Source: an optimization exercise on an open RTL-to-GDS flow (aim: small area). Production flows keep margins and buffers that such runs may drop.
At most, simulation tests tie the RTL to the original design; equivalence was not proved.

==> inputs of yarrow <==
==> flow/design.v <==
package dsp_pkg;
	localparam int data_width = 16;
	localparam int n_blocks = 16;
	localparam int n_block_regs = 2;
	localparam int n_channels = 16;
	localparam int skid_depth = 2;
	localparam int skid_ptr_width = $clog2(skid_depth);
	typedef logic signed [data_width - 1 : 0] sample_t;
	typedef logic signed [2 * data_width - 1 : 0] product_t;
	typedef logic [$clog2(n_blocks) - 1 : 0] block_addr_t;
	typedef logic [$clog2(n_blocks) : 0] block_count_t;
	typedef logic [$clog2(n_channels) - 1 : 0] channel_addr_t;
	typedef logic [4 : 0] shift_t;
	typedef logic [31 : 0] instr_t;
	localparam channel_addr_t input_channel = 1;
	localparam channel_addr_t output_channel = 0;
	localparam product_t sample_max = 32'sd32767;
	localparam product_t sample_min = -32'sd32768;
	localparam int src_a_lsb = 0;
	localparam int src_b_lsb = 4;
	localparam int src_c_lsb = 8;
	localparam int dest_lsb = 12;
	localparam int shift_lsb = 16;
	localparam int src_b_reg_bit = 21;
	localparam int src_c_reg_bit = 22;
	localparam int saturate_disable_bit = 23;
	typedef struct packed {
		logic instr_write;
		logic reg_write;
		block_addr_t block_target;
		logic reg_target;
		instr_t instr_val;
		sample_t reg_val;
	} command_t;
	typedef struct packed {
		channel_addr_t dest;
		sample_t arg_a;
		sample_t arg_b;
		sample_t arg_c;
		shift_t shift;
		logic saturate_disable;
	} madd_op_t;
	typedef struct packed {
		channel_addr_t dest;
		sample_t value;
	} madd_result_t;
endpackage
`timescale 1ns/10ps
module dsp_core (
	input logic clk,
	input logic reset,
	input logic tick,
	input dsp_pkg::sample_t sample_in,
	input dsp_pkg::command_t command,
	output dsp_pkg::sample_t sample_out,
	output logic ready,
	output dsp_pkg::block_count_t n_blocks_running,
	output logic [31 : 0] commits_accepted
);
	function automatic logic [6 : 0] inc7(input logic [6 : 0] v);
		logic c;
		c = 1'b1;
		for (int i = 0; i < 7; i++) begin
			inc7[i] = v[i] ^ c;
			c = c & v[i];
		end
	endfunction
	function automatic logic [4 : 0] inc4(input logic [3 : 0] v);
		logic c;
		c = 1'b1;
		for (int i = 0; i < 4; i++) begin
			inc4[i] = v[i] ^ c;
			c = c & v[i];
		end
		inc4[4] = c;
	endfunction
	function automatic logic ge5(input logic [4 : 0] a, input logic [4 : 0] b);
		logic g;
		g = 1'b1;
		for (int i = 0; i < 5; i++)
			g = (a[i] & !b[i]) | (!(a[i] ^ b[i]) & g);
		ge5 = g;
	endfunction
	logic [6 : 0] ph7;
	logic [3 : 0] ph;
	logic [2 : 0] pfr;
	assign ph = ph7[3 : 0];
	assign pfr = ph7[6 : 4];
	logic flush;
	logic in_pass;
	logic fixlast;
	logic samp;
	logic [1 : 0] fr;
	logic [3 : 0] k;
	logic pend_i;
	logic pend_r;
	logic rt;
	logic f0, f1, f2, fixf;
	assign f0 = in_pass && fr == 2'd0;
	assign f1 = in_pass && fr == 2'd1;
	assign f2 = in_pass && fr == 2'd2;
	assign fixf = fixlast || (f0 && !samp);
	assign ready = ph7 == 7'd127 && !in_pass && !fixlast;
	logic acc_tick, acc_cmd, cmd_iw, cmd_rw;
	assign cmd_iw = ready && command.instr_write;
	assign cmd_rw = ready && command.reg_write;
	assign acc_tick = ready && tick;
	assign acc_cmd = cmd_iw || cmd_rw;
	logic [3 : 0] f_src_a, f_src_b, f_src_c, f_dest;
	logic [4 : 0] f_shift;
	logic f_breg, f_creg, f_satdis;
	logic [15 : 0] chr [16];
	logic [127 : 0] cfr [4];
	logic [23 : 0] ir [16];
	logic [15 : 0] clo, chi;
	logic [15 : 0] a_reg;
	logic [15 : 0] p_hi, p_lo;
	logic [31 : 0] p_full;
	assign p_full = {p_hi, p_lo};
	logic cy, s_last, c_last, ovf, sat_q, sign_q, ccy;
	logic we;
	logic [3 : 0] wtarget;
	logic wbit;
	logic sum_bit;
	logic sat_now, sign_now, sat_w, sign_w;
	assign sat_w = ph == 4'd0 ? sat_now : sat_q;
	assign sign_w = ph == 4'd0 ? sign_now : sign_q;
	assign we = samp || f2 || (fixf && sat_w);
	assign wtarget = samp ? 4'd1 : f_dest;
	logic fwd_we, fwd_bit;
	assign fwd_we = samp || (fixf && sat_w);
	assign fwd_bit = samp ? p_lo[0] : (ph == 4'd15 ? sign_w : !sign_w);
	assign wbit = f2 ? sum_bit : fwd_bit;
	logic [3 : 0] rsel;
	logic chv, cv, opbit;
	assign rsel = f0 ? f_src_a : (f1 ? f_src_b : f_src_c);
	assign chv = chr[rsel][0];
	assign cv = cfr[{k[3], k[0]}][0];
	always_comb begin
		if (f0)
			opbit = (fwd_we && wtarget == f_src_a) ? fwd_bit : chv;
		else if (f1)
			opbit = f_breg ? cv : chv;
		else
			opbit = f_creg ? cv : chv;
	end
	always_ff @(posedge clk) begin
		for (int x = 0; x < 16; x++) begin
			logic bi;
			if (flush)
				bi = 1'b0;
			else if (we && wtarget == 4'(x))
				bi = wbit;
			else
				bi = chr[x][0];
			chr[x] <= {bi, chr[x][15 : 1]};
		end
	end
	logic cins;
	logic [2 : 0] cslot;
	always_comb begin
		case (k[2 : 0])
			3'd0: cslot = 3'd1;
			3'd1: cslot = 3'd4;
			3'd2: cslot = 3'd7;
			3'd3: cslot = 3'd2;
			3'd4: cslot = 3'd5;
			3'd5: cslot = 3'd0;
			3'd6: cslot = 3'd3;
			default: cslot = 3'd6;
		endcase
		if (rt)
			cslot = {cslot[2] ^ (cslot[1] & cslot[0]), cslot[1] ^ cslot[0], !cslot[0]};
	end
	assign cins = pend_r && pfr == cslot;
	always_ff @(posedge clk) begin
		for (int b = 0; b < 4; b++) begin
			logic bi;
			if (flush)
				bi = 1'b0;
			else if (cins && {k[3], k[0]} == 2'(b))
				bi = p_lo[0];
			else
				bi = cfr[b][0];
			cfr[b] <= {bi, cfr[b][127 : 1]};
		end
	end
	logic ins;
	logic [23 : 0] ir_in;
	assign ins = pend_i && pfr == 3'd0 && k_match;
	assign ir_in = ins ? {f_satdis, f_creg, f_breg, f_shift, f_dest, f_src_c, f_src_b, f_src_a} : ir[0];
	always_ff @(posedge clk) begin
		for (int s = 0; s < 15; s++)
			ir[s] <= ir[s + 1];
		ir[15] <= ir_in;
	end
	logic ld_a, ld_bc, ld_d;
	logic k_match, k_match_q;
	logic [4 : 0] k_inc;
	assign k_inc = inc4(k);
	assign k_match = ph == k;
	always_ff @(posedge clk)
		k_match_q <= k_match;
	assign ld_a = (f2 && k_match_q) || (!in_pass && !fixlast && pfr == 3'd7 && ph == 4'd0);
	assign ld_bc = f0 && k_match;
	assign ld_d = f1 && k_match;
	always_ff @(posedge clk) begin
		if (cmd_iw) begin
			f_src_a <= command.instr_val[3 : 0];
			f_src_b <= command.instr_val[7 : 4];
			f_src_c <= command.instr_val[11 : 8];
			f_dest <= command.instr_val[15 : 12];
			f_shift <= command.instr_val[20 : 16];
			f_breg <= command.instr_val[21];
			f_creg <= command.instr_val[22];
			f_satdis <= command.instr_val[23];
		end else begin
			if (ld_a)
				f_src_a <= ir[0][3 : 0];
			if (ld_bc) begin
				f_src_b <= ir[0][7 : 4];
				f_src_c <= ir[0][11 : 8];
				f_shift <= ir[0][20 : 16];
				f_breg <= ir[0][21];
				f_creg <= ir[0][22];
				f_satdis <= ir[0][23];
			end
			if (ld_d)
				f_dest <= ir[0][15 : 12];
		end
	end
	logic mul, sub;
	logic [15 : 0] addend;
	logic [16 : 0] t;
	assign mul = f1 && opbit;
	assign sub = ph == 4'd15;
	assign addend = mul ? (sub ? ~a_reg : a_reg) : 16'd0;
	always_comb begin
		logic c;
		c = mul && sub;
		for (int i = 0; i < 16; i++) begin
			t[i] = p_hi[i] ^ addend[i] ^ c;
			c = (p_hi[i] & addend[i]) | (c & (p_hi[i] ^ addend[i]));
		end
		t[16] = p_hi[15] ^ addend[15] ^ c;
	end
	logic rot;
	assign rot = !in_pass || samp;
	always_ff @(posedge clk) begin
		if (f0)
			a_reg <= {opbit, a_reg[15 : 1]};
		p_hi <= {f0 ? 1'b0 : t[16], t[15 : 1]};
		if (acc_tick)
			p_lo <= sample_in;
		else if (cmd_rw)
			p_lo <= command.reg_val;
		else
			p_lo <= {rot ? p_lo[0] : t[0], p_lo[15 : 1]};
	end
	logic q, cy_in;
	assign q = p_full[f_shift];
	assign cy_in = ph == 4'd0 ? 1'b0 : cy;
	assign sum_bit = q ^ opbit ^ cy_in;
	logic s16, cy17, s17;
	assign s16 = q ^ c_last ^ cy;
	assign cy17 = (q & c_last) | (q & cy) | (c_last & cy);
	assign s17 = q ^ c_last ^ cy17;
	assign sat_now = !f_satdis && (ovf || s_last != s16 || s16 != s17);
	assign sign_now = ovf ? p_full[31] : s17;
	always_ff @(posedge clk) begin
		cy <= (q & opbit) | (q & cy_in) | (opbit & cy_in);
		s_last <= sum_bit;
		c_last <= opbit;
		ovf <= (ph == 4'd0 ? 1'b0 : ovf)
			| (!f_shift[4] && ge5({1'b0, ph}, {1'b0, f_shift[3 : 0]}) && (p_full[16] ^ p_full[31]));
		if (ph == 4'd0) begin
			sat_q <= sat_now;
			sign_q <= sign_now;
		end
	end
	always_ff @(posedge clk) begin
		if (reset) begin
			ph7 <= '0;
			flush <= 1'b1;
			in_pass <= 1'b0;
			fixlast <= 1'b0;
			samp <= 1'b0;
			pend_i <= 1'b0;
			pend_r <= 1'b0;
			n_blocks_running <= '0;
		end else begin
			ph7 <= inc7(ph7);
			if (ph7 == 7'd127)
				flush <= 1'b0;
			if (ph7 == 7'd15)
				pend_i <= 1'b0;
			if (ph7 == 7'd127)
				pend_r <= 1'b0;
			if (acc_tick) begin
				in_pass <= 1'b1;
				samp <= 1'b1;
				fr <= 2'd0;
				k <= 4'd0;
			end else if (acc_cmd) begin
				k <= command.block_target;
				rt <= command.reg_target;
				pend_i <= command.instr_write;
				pend_r <= command.reg_write;
				if (command.instr_write
					&& ge5({1'b0, command.block_target}, n_blocks_running))
					n_blocks_running <= inc4(command.block_target);
			end else if (ph == 4'd15) begin
				if (fixlast)
					fixlast <= 1'b0;
				if (in_pass) begin
					samp <= 1'b0;
					case (fr)
						2'd0: begin
							if (n_blocks_running == '0)
								in_pass <= 1'b0;
							else
								fr <= 2'd1;
						end
						2'd1: fr <= 2'd2;
						default: begin
							if (k_inc == n_blocks_running) begin
								in_pass <= 1'b0;
								fixlast <= 1'b1;
							end else begin
								k <= k_inc[3 : 0];
								fr <= 2'd0;
							end
						end
					endcase
				end
			end
		end
	end
	logic cadd_lo, cadd_hi, nb, ccy_in, lo_in, hi_in;
	assign cadd_lo = samp;
	assign cadd_hi = f1 && k == 4'd0;
	assign nb = !(ph[3] | (ph[2] & (ph[1] | ph[0]))) & n_blocks_running[ph[2 : 0]];
	assign ccy_in = ph == 4'd0 ? 1'b0 : ccy;
	assign lo_in = cadd_lo ? clo[0] ^ nb ^ ccy_in : clo[0];
	assign hi_in = cadd_hi ? chi[0] ^ ccy : chi[0];
	always_ff @(posedge clk) begin
		if (cadd_lo)
			ccy <= (clo[0] & nb) | (clo[0] & ccy_in) | (nb & ccy_in);
		else if (cadd_hi)
			ccy <= chi[0] & ccy;
		if (reset) begin
			clo <= '0;
			chi <= '0;
		end else begin
			clo <= {lo_in, clo[15 : 1]};
			chi <= {hi_in, chi[15 : 1]};
		end
	end
	always_comb begin
		for (int j = 0; j < 16; j++) begin
			commits_accepted[j] = clo[(j + 1) % 16];
			commits_accepted[16 + j] = chi[(j + 1) % 16];
		end
	end
	always_ff @(posedge clk) begin
		if (reset)
			sample_out <= '0;
		else if (acc_tick) begin
			for (int j = 0; j < 16; j++)
				sample_out[j] <= chr[0][(j + 1) % 16];
		end
	end
endmodule
==> flow/flow/run.sh <==
#!/bin/bash
# The standard ORFS layout (standard.sh, which also runs the standard synthesis), with two
# arguments changed: ports are buffered with the smallest buffer, and clock tree synthesis
# inserts no dummy loads. Each tool's output is kept in the ORFS logs under orfs/logs/.
set -euo pipefail
export BUFFER_PORTS_ARGS="-buffer_cell sky130_fd_sc_hd__buf_1"
export CTS_ARGS="-sink_clustering_enable -repair_clock_nets -sink_clustering_size 18 -sink_clustering_max_diameter 80 -buf_list sky130_fd_sc_hd__clkbuf_8 -dont_use_dummy_load"
bash standard.sh finish > standard_flow.log 2>&1
==> flow/standard.sh <==
#!/bin/bash
# synth_recipe.tcl (not shown) runs the flow's synth.tcl, then flattens the netlist and writes it again
# the make line also repeats each setting of config.mk as NAME=value (left out here)
make -C /OpenROAD-flow-scripts/flow DESIGN_CONFIG=/design/flow/config.mk WORK_HOME=/design/flow/orfs CLKGATE_MAP_FILE= SYNTH_SCRIPT=/design/flow/synth_recipe.tcl "${@:-finish}"
==> flow/config.mk <==
export PLATFORM = sky130hd
export DESIGN_NAME = dsp_core
export DESIGN_NICKNAME = dsp_core
export VERILOG_FILES = /design/flow/design.v
export SDC_FILE = /design/flow/constraint.sdc
export NUM_CORES = 4
export LEC_CHECK = 0
export CAP_MARGIN = 20
export CORE_MARGIN = 2
export CORE_UTILIZATION = 40
export CTS_BUF_LIST = sky130_fd_sc_hd__clkbuf_8
export CTS_CLUSTER_DIAMETER = 80
export CTS_CLUSTER_SIZE = 18
export SLEW_MARGIN = 20
==> flow/constraint.sdc <==
create_clock -name core_clock -period 10.0 [get_ports {clk}]
set_input_delay 2.0000 -clock core_clock [delete_from_list [all_inputs] [get_ports {clk}]]
set_output_delay 2.0000 -clock core_clock [all_outputs]
set_load 0.01 [all_outputs]
==> xenon: changes against yarrow <==
--- a/flow/design.v
+++ b/flow/design.v
@@ -58,28 +58,4 @@
 	output logic [31 : 0] commits_accepted
 );
-	function automatic logic [6 : 0] inc7(input logic [6 : 0] v);
-		logic c;
-		c = 1'b1;
-		for (int i = 0; i < 7; i++) begin
-			inc7[i] = v[i] ^ c;
-			c = c & v[i];
-		end
-	endfunction
-	function automatic logic [4 : 0] inc4(input logic [3 : 0] v);
-		logic c;
-		c = 1'b1;
-		for (int i = 0; i < 4; i++) begin
-			inc4[i] = v[i] ^ c;
-			c = c & v[i];
-		end
-		inc4[4] = c;
-	endfunction
-	function automatic logic ge5(input logic [4 : 0] a, input logic [4 : 0] b);
-		logic g;
-		g = 1'b1;
-		for (int i = 0; i < 5; i++)
-			g = (a[i] & !b[i]) | (!(a[i] ^ b[i]) & g);
-		ge5 = g;
-	endfunction
 	logic [6 : 0] ph7;
 	logic [3 : 0] ph;
@@ -159,18 +135,5 @@
 	logic cins;
 	logic [2 : 0] cslot;
-	always_comb begin
-		case (k[2 : 0])
-			3'd0: cslot = 3'd1;
-			3'd1: cslot = 3'd4;
-			3'd2: cslot = 3'd7;
-			3'd3: cslot = 3'd2;
-			3'd4: cslot = 3'd5;
-			3'd5: cslot = 3'd0;
-			3'd6: cslot = 3'd3;
-			default: cslot = 3'd6;
-		endcase
-		if (rt)
-			cslot = {cslot[2] ^ (cslot[1] & cslot[0]), cslot[1] ^ cslot[0], !cslot[0]};
-	end
+	assign cslot = {k[1 : 0], 1'b0} + k[2 : 0] + 3'd1 + {2'd0, rt};
 	assign cins = pend_r && pfr == cslot;
 	always_ff @(posedge clk) begin
@@ -188,5 +151,5 @@
 	logic ins;
 	logic [23 : 0] ir_in;
-	assign ins = pend_i && pfr == 3'd0 && k_match;
+	assign ins = pend_i && pfr == 3'd0 && ph == k;
 	assign ir_in = ins ? {f_satdis, f_creg, f_breg, f_shift, f_dest, f_src_c, f_src_b, f_src_a} : ir[0];
 	always_ff @(posedge clk) begin
@@ -196,13 +159,7 @@
 	end
 	logic ld_a, ld_bc, ld_d;
-	logic k_match, k_match_q;
-	logic [4 : 0] k_inc;
-	assign k_inc = inc4(k);
-	assign k_match = ph == k;
-	always_ff @(posedge clk)
-		k_match_q <= k_match;
-	assign ld_a = (f2 && k_match_q) || (!in_pass && !fixlast && pfr == 3'd7 && ph == 4'd0);
-	assign ld_bc = f0 && k_match;
-	assign ld_d = f1 && k_match;
+	assign ld_a = (f2 && ph == k + 4'd1) || (!in_pass && !fixlast && pfr == 3'd7 && ph == 4'd0);
+	assign ld_bc = f0 && ph == k;
+	assign ld_d = f1 && ph == k;
 	always_ff @(posedge clk) begin
 		if (cmd_iw) begin
@@ -236,13 +193,5 @@
 	assign sub = ph == 4'd15;
 	assign addend = mul ? (sub ? ~a_reg : a_reg) : 16'd0;
-	always_comb begin
-		logic c;
-		c = mul && sub;
-		for (int i = 0; i < 16; i++) begin
-			t[i] = p_hi[i] ^ addend[i] ^ c;
-			c = (p_hi[i] & addend[i]) | (c & (p_hi[i] ^ addend[i]));
-		end
-		t[16] = p_hi[15] ^ addend[15] ^ c;
-	end
+	assign t = {p_hi[15], p_hi} + {addend[15], addend} + {16'd0, mul && sub};
 	logic rot;
 	assign rot = !in_pass || samp;
@@ -273,5 +222,5 @@
 		c_last <= opbit;
 		ovf <= (ph == 4'd0 ? 1'b0 : ovf)
-			| (!f_shift[4] && ge5({1'b0, ph}, {1'b0, f_shift[3 : 0]}) && (p_full[16] ^ p_full[31]));
+			| (!f_shift[4] && ph >= f_shift[3 : 0] && (p_full[16] ^ p_full[31]));
 		if (ph == 4'd0) begin
 			sat_q <= sat_now;
@@ -290,5 +239,5 @@
 			n_blocks_running <= '0;
 		end else begin
-			ph7 <= inc7(ph7);
+			ph7 <= ph7 + 1'b1;
 			if (ph7 == 7'd127)
 				flush <= 1'b0;
@@ -308,6 +257,6 @@
 				pend_r <= command.reg_write;
 				if (command.instr_write
-					&& ge5({1'b0, command.block_target}, n_blocks_running))
-					n_blocks_running <= inc4(command.block_target);
+					&& {1'b0, command.block_target} + 5'd1 > n_blocks_running)
+					n_blocks_running <= {1'b0, command.block_target} + 5'd1;
 			end else if (ph == 4'd15) begin
 				if (fixlast)
@@ -324,9 +273,9 @@
 						2'd1: fr <= 2'd2;
 						default: begin
-							if (k_inc == n_blocks_running) begin
+							if ({1'b0, k} + 5'd1 == n_blocks_running) begin
 								in_pass <= 1'b0;
 								fixlast <= 1'b1;
 							end else begin
-								k <= k_inc[3 : 0];
+								k <= k + 4'd1;
 								fr <= 2'd0;
 							end
@@ -340,5 +289,5 @@
 	assign cadd_lo = samp;
 	assign cadd_hi = f1 && k == 4'd0;
-	assign nb = !(ph[3] | (ph[2] & (ph[1] | ph[0]))) & n_blocks_running[ph[2 : 0]];
+	assign nb = ph < 4'd5 ? n_blocks_running[ph[2 : 0]] : 1'b0;
 	assign ccy_in = ph == 4'd0 ? 1'b0 : ccy;
 	assign lo_in = cadd_lo ? clo[0] ^ nb ^ ccy_in : clo[0];
--- a/flow/config.mk
+++ b/flow/config.mk
@@ -6,4 +6,5 @@
 export NUM_CORES = 4
 export LEC_CHECK = 0
+export ABC_AREA = 1
 export CAP_MARGIN = 20
 export CORE_MARGIN = 2
==> results.ini <==
[grt]
met2_usage_pct=17.7
grt_pass1_vias=14500

[clock_network]
clkLatencyLatePin_ns=0.68
clock_sinks=1304

[pwr]
p_clk_mw=2.17
p_seq_mw=5.23

[critical_path]
r2r-start=f_shift[0]
reg2reg_to=p_hi[13]

[status]
outcome=finished clean

[sta]
finalCritPeriodShare_pct=65.4

[routing]
wl_met2_um=20100

[floorplan]
die_h_um=285

That was xenon.
==> results.ini <==
[status]
outcome=finished clean

[pwr]
p_seq_mw=5.22
p_clk_mw=2.14

[grt]
met2_usage_pct=16.4
grt_pass1_vias=13400

[critical_path]
r2r-start=in_pass
reg2reg_to=p_hi[14]

[synthesis]
ys_ff_latch=1305
synthMuxAreaShare_pct=4.61
synthTopCellsByArea=dfxtp_1 (80%), edfxtp_1 (4.6%), mux2_2 (1.7%), mux2i_1 (1.7%), fa_1 (1.3%)

[floorplan]
die_h_um=284

[routing]
initialDrtViolationCount=591

[clock_network]
clock_sinks=1305
clkLatencyLatePin_ns=0.70

[sta]
finalCritPeriodShare_pct=91.8

That was yarrow.
The RTL of xenon was laid out without a check of its function.

-- separate check: timing with driven ports --
Ports are ideal in the flow. The routed layouts listed here were re-timed in OpenROAD. Step 1 assumes that a clkbuf_16 drives the clock port and a buf_2 every other input. Step 2 moves the port delays by t, midway between the first and last clock arrival at a register: inputs arrive t later, outputs are due t later. That takes back most of the time a late clock gives input paths. Slacks: ideal ports / drivers / drivers and shift; pairs: ideal ports / drivers.
| run | t, ns | slack for setup (ns) | hold slack, ns |
|---|---|---|---|
| yarrow | 0.704 | 0.825 / 0.825 / 0.825 | 0.271 / 0.271 / 0.271 |
| xenon | 0.707 | 3.461 / 3.461 / 3.461 | 0.260 / 0.260 / 0.260 |
After both steps every run listed still meets setup and hold.
